Background: an optimization exercise with open tools, aiming at small area, a short achievable clock period and few clock cycles. Do not read the settings as production practice.
In this exercise RTL edits were held to simulation tests only and were not proved equivalent to the original.
Power is estimated from default activity; no workload was simulated.

// ordered_timer_expiry_manager_top
module ordered_timer_expiry_manager_top
#(
    parameter int NUM_SLOTS = 16
) (
    input  logic              i_clk,
    input  logic              i_rst_n,
    input  logic              i_s_tvalid,
    output logic              o_s_tready,
    input  logic [IN_DW-1:0]  i_s_tdata,    
    input  logic [1:0]        i_s_tuser,    
    output logic              o_m_tvalid,
    input  logic              i_m_tready,
    output logic [OUT_DW-1:0] o_m_tdata,    
    output logic              o_m_tlast     
);
    localparam int N  = NUM_SLOTS;
    localparam int IW = $clog2(NUM_SLOTS);
    localparam int KW = DELAY_W + 1;            
    localparam int LW = 6;                      
    logic                r_in_vld;
    logic [1:0]          r_in_cmd;
    logic [IW-1:0]       r_in_slot;
    logic                r_in_range;
    logic [DELAY_W-1:0]  r_in_d;
    logic                r_in_per;
    logic [EXP_W-1:0]    r_t1;          
    logic [KW-1:0]       r_t2;          
    logic                r_open;        
    logic                r_closed;      
    logic                r_rdy;         
    logic                r_bub;         
    logic [EVCNT_W-1:0]  r_cnt;         
    logic [N-1:0]              r_arm;
    logic [N-1:0]              r_a;     
    logic [N-1:0]              r_u;     
    logic [N-1:0]              r_b1;
    logic [N-1:0]              r_b2;
    logic [N-1:0][KW-1:0]      r_k;
    logic [N-1:0][DELAY_W-1:0] r_p;
    logic [N-1:0]        r_w_hit;       
    logic                r_w_bp;        
    logic                r_w_x1, r_w_x2, r_w_x3;   
    logic                r_w_cf;        
    logic [KW-1:0]       r_w_add;       
    logic                r_w_cin;
    logic                r_out_vld;
    logic [SLOT_W-1:0]   r_out_slot;
    logic [EXP_W-1:0]    r_out_exp;
    logic                r_out_last;
    logic                out_free, take, cmd_go, due_cmd;
    logic [N-1:0]        due_now;       
    logic                in_vld_nx, ok_nx;
  ...
clock: 10.0 ns
lec_check: 0
abc_area: 1
cap_margin: 20
core_margin: 2
core_utilization: 40
cts_cluster_diameter: 60
cts_cluster_size: 25
slew_margin: 20
standard.sh (not shown) runs the stock make flow with config.mk's settings and CLKGATE_MAP_FILE= SYNTH_SCRIPT=/design/flow/synth_recipe.tcl, a recipe that flattens the netlist after the stock synthesis.
==> flow/flow/run.sh <==
#!/bin/bash
set -euo pipefail
bash standard.sh SETUP_SLACK_MARGIN=6.5 finish > standard_flow.log 2>&1
Testbench counts at the start, summed over its fixed seeds: cycles 5,875.
Next try:
--- a/flow/design.v
+++ b/flow/design.v
@@ -41,28 +41,30 @@
     logic [KW-1:0]       r_t2;          
     logic                r_open;        
     logic                r_closed;      
     logic                r_rdy;         
     logic                r_bub;         
     logic [EVCNT_W-1:0]  r_cnt;         
     logic [N-1:0]              r_arm;
     logic [N-1:0]              r_a;     
     logic [N-1:0]              r_u;     
-    logic [N-1:0]              r_b1;
-    logic [N-1:0]              r_b2;
+    logic [N-1:0]              r_b1;    
+    logic [N-1:0]              r_b2;    
     logic [N-1:0][KW-1:0]      r_k;
     logic [N-1:0][DELAY_W-1:0] r_p;
     logic [N-1:0]        r_w_hit;       
     logic                r_w_bp;        
     logic                r_w_x1, r_w_x2, r_w_x3;   
     logic                r_w_cf;        
     logic [KW-1:0]       r_w_add;       
     logic                r_w_cin;
+    logic [N-1:0]        r_w2_hit;      
+    logic                r_w2_bp;       
     logic                r_out_vld;
     logic [SLOT_W-1:0]   r_out_slot;
     logic [EXP_W-1:0]    r_out_exp;
     logic                r_out_last;
     logic                out_free, take, cmd_go, due_cmd;
     logic [N-1:0]        due_now;       
     logic                in_vld_nx, ok_nx;
     logic                is_tick, is_start, is_stop, is_setp;
     logic                open_now;
@@ -131,18 +133,19 @@
         t1_dec = r_t1 ^ {pz[EXP_W-2:0], 1'b1};
     end
     assign t0_now = r_closed ? r_t1 : t1_dec;
     assign t1_now = r_closed ? t1_inc : r_t1;
     assign tn_now = r_closed ? r_t2 : r_t1[KW-1:0];
     assign tn2_lo = r_closed ? t2_inc[LW-1:0] : r_t2[LW-1:0];
     always_comb begin
         for (int i = 0; i < N; i++) begin
             b[i]   = r_arm[i] && (r_w_hit[i]  ? r_w_bp :
+                                  r_w2_hit[i] ? r_w2_bp :
                                   r_closed    ? r_b2[i] : r_b1[i]);
             hit[i] = (r_in_slot == IW'(i));
             is0[i] = r_u[i] && (r_p[i][1:0] == 2'd3);
             is1[i] = r_u[i] && (r_p[i][1:0] == 2'd0);
             is2[i] = r_u[i] && (r_p[i][1:0] == 2'd1);
             is3[i] = r_u[i] && (r_p[i][1:0] == 2'd2);
         end
     end
     function automatic logic [N-1:0] first_set(input logic [N-1:0] v);
@@ -199,22 +202,20 @@
     assign ok_nx     = take ? (i_s_tuser[1] && !due_now[i_s_tdata[3:0]]) :
                               (r_in_cmd[1] && !due_cmd);
     always_ff @(posedge i_clk) begin
         for (int i = 0; i < N; i++) begin
             if (r_w_hit[i]) r_k[i] <= new_k;
             if ((is_start || is_setp) && hit[i]) begin
                 r_p[i] <= new_p;
                 r_u[i] <= !(r_in_per || is_setp) || (r_in_d[DELAY_W-1:2] == '0);
             end
-            r_b1[i] <= r_w_hit[i] ? (r_w_cf ? r_w_x2 : r_w_x1) :
-                       (r_k[i][KW-1:LW] == tn_now[KW-1:LW]) && (r_k[i][LW-1:0] == tn_now[LW-1:0]);
-            r_b2[i] <= r_w_hit[i] ? (r_w_cf ? r_w_x3 : r_w_x2) :
-                       (r_k[i][KW-1:LW] == tn_now[KW-1:LW]) && (r_k[i][LW-1:0] == tn2_lo);
+            r_b1[i] <= (r_k[i][KW-1:LW] == tn_now[KW-1:LW]) && (r_k[i][LW-1:0] == tn_now[LW-1:0]);
+            r_b2[i] <= (r_k[i][KW-1:LW] == tn_now[KW-1:LW]) && (r_k[i][LW-1:0] == tn2_lo);
         end
     end
     always_ff @(posedge i_clk) begin
         if (!i_rst_n) begin
             r_arm    <= '0;
             r_a      <= '0;
         end else begin
             for (int i = 0; i < N; i++) begin
                 if (fire && sel[i]) begin
@@ -234,18 +235,19 @@
             end else if (is_stop) begin
                 r_a <= r_a & ~hit;
             end
         end
     end
     always_ff @(posedge i_clk) begin
         if (fire)          r_w_hit <= p_0 ? '0 : sel;
         else if (is_start) r_w_hit <= hit;
         else               r_w_hit <= '0;
+        r_w2_hit <= r_w_hit;
     end
     always_ff @(posedge i_clk) begin
         if (open_now) begin
             r_w_add  <= KW'(p_sel);
             r_w_cin  <= !from_a;
             r_w_x1   <= from_a && p_1;
             r_w_x2   <= from_a ? p_2 : p_1;
             r_w_x3   <= from_a ? p_3 : p_2;
             r_w_cf   <= close;
@@ -253,18 +255,19 @@
         end else begin
             r_w_add  <= d_m1;
             r_w_cin  <= 1'b0;
             r_w_x1   <= (r_in_d == DELAY_W'(1));
             r_w_x2   <= (r_in_d == DELAY_W'(2));
             r_w_x3   <= (r_in_d == DELAY_W'(3));
             r_w_cf   <= 1'b0;
             r_w_bp   <= (r_in_d == DELAY_W'(1));
         end
+        r_w2_bp <= close ? (r_w_cf ? r_w_x3 : r_w_x2) : (r_w_cf ? r_w_x2 : r_w_x1);
     end
     always_comb begin
         logic [KW-1:0] a, bb, g, p;
         a  = r_t1[KW-1:0];
         bb = r_w_add;
         g  = a & bb;
         p  = a ^ bb;
         g[0] = g[0] | (p[0] & r_w_cin);
         for (int s = 1; s < KW; s = s * 2) begin
Outcome: The changed run completed with no timing, DRC or antenna violations; maximum frequency falls by 2.9%; synthesized area grows by 0.92%; worst hold slack stays flat; design area grows by 1.7%; non-clock buffer count falls by 4; wire length rises by 0.39%; clock power rose by about 2%; setup slack degrades by 0.11 ns.
Testbench counts after the change, summed over its fixed seeds: cycles 5,875.

[separate check: timing with driven ports]
The results above use ideal ports. As a check the final layouts listed here were re-extracted and re-timed, cells and wires unchanged. Step 1 (the two cells are an assumption about what drives the block):
set clk [get_ports {i_clk}]
set_driving_cell -lib_cell sky130_fd_sc_hd__clkbuf_16 $clk
set_driving_cell -lib_cell sky130_fd_sc_hd__buf_2 [delete_from_list [all_inputs] $clk]
Step 2 moves the port delays by t, midway between the first and last clock arrival at a register: inputs arrive t later, outputs are due t later. That takes back most of the time a late clock gives input paths. Three values: ideal, step 1, step 2; two values: the first two.
run | t, ns | setup WS [ns] | hold slack, ns | pins driven straight from the clock port
the first run | 0.841 | 6.409 / 6.373 / 5.801 | 0.464 / 0.464 / 0.464 | 1
the second run | 0.829 | 6.304 / 6.304 / 5.787 | 0.462 / 0.462 / 0.462 | 1
After both steps setup and hold are still met in every run listed. For the first run, which loses most, drivers alone change the setup slack by -0.036 ns; drivers and shift together by -0.608 ns.
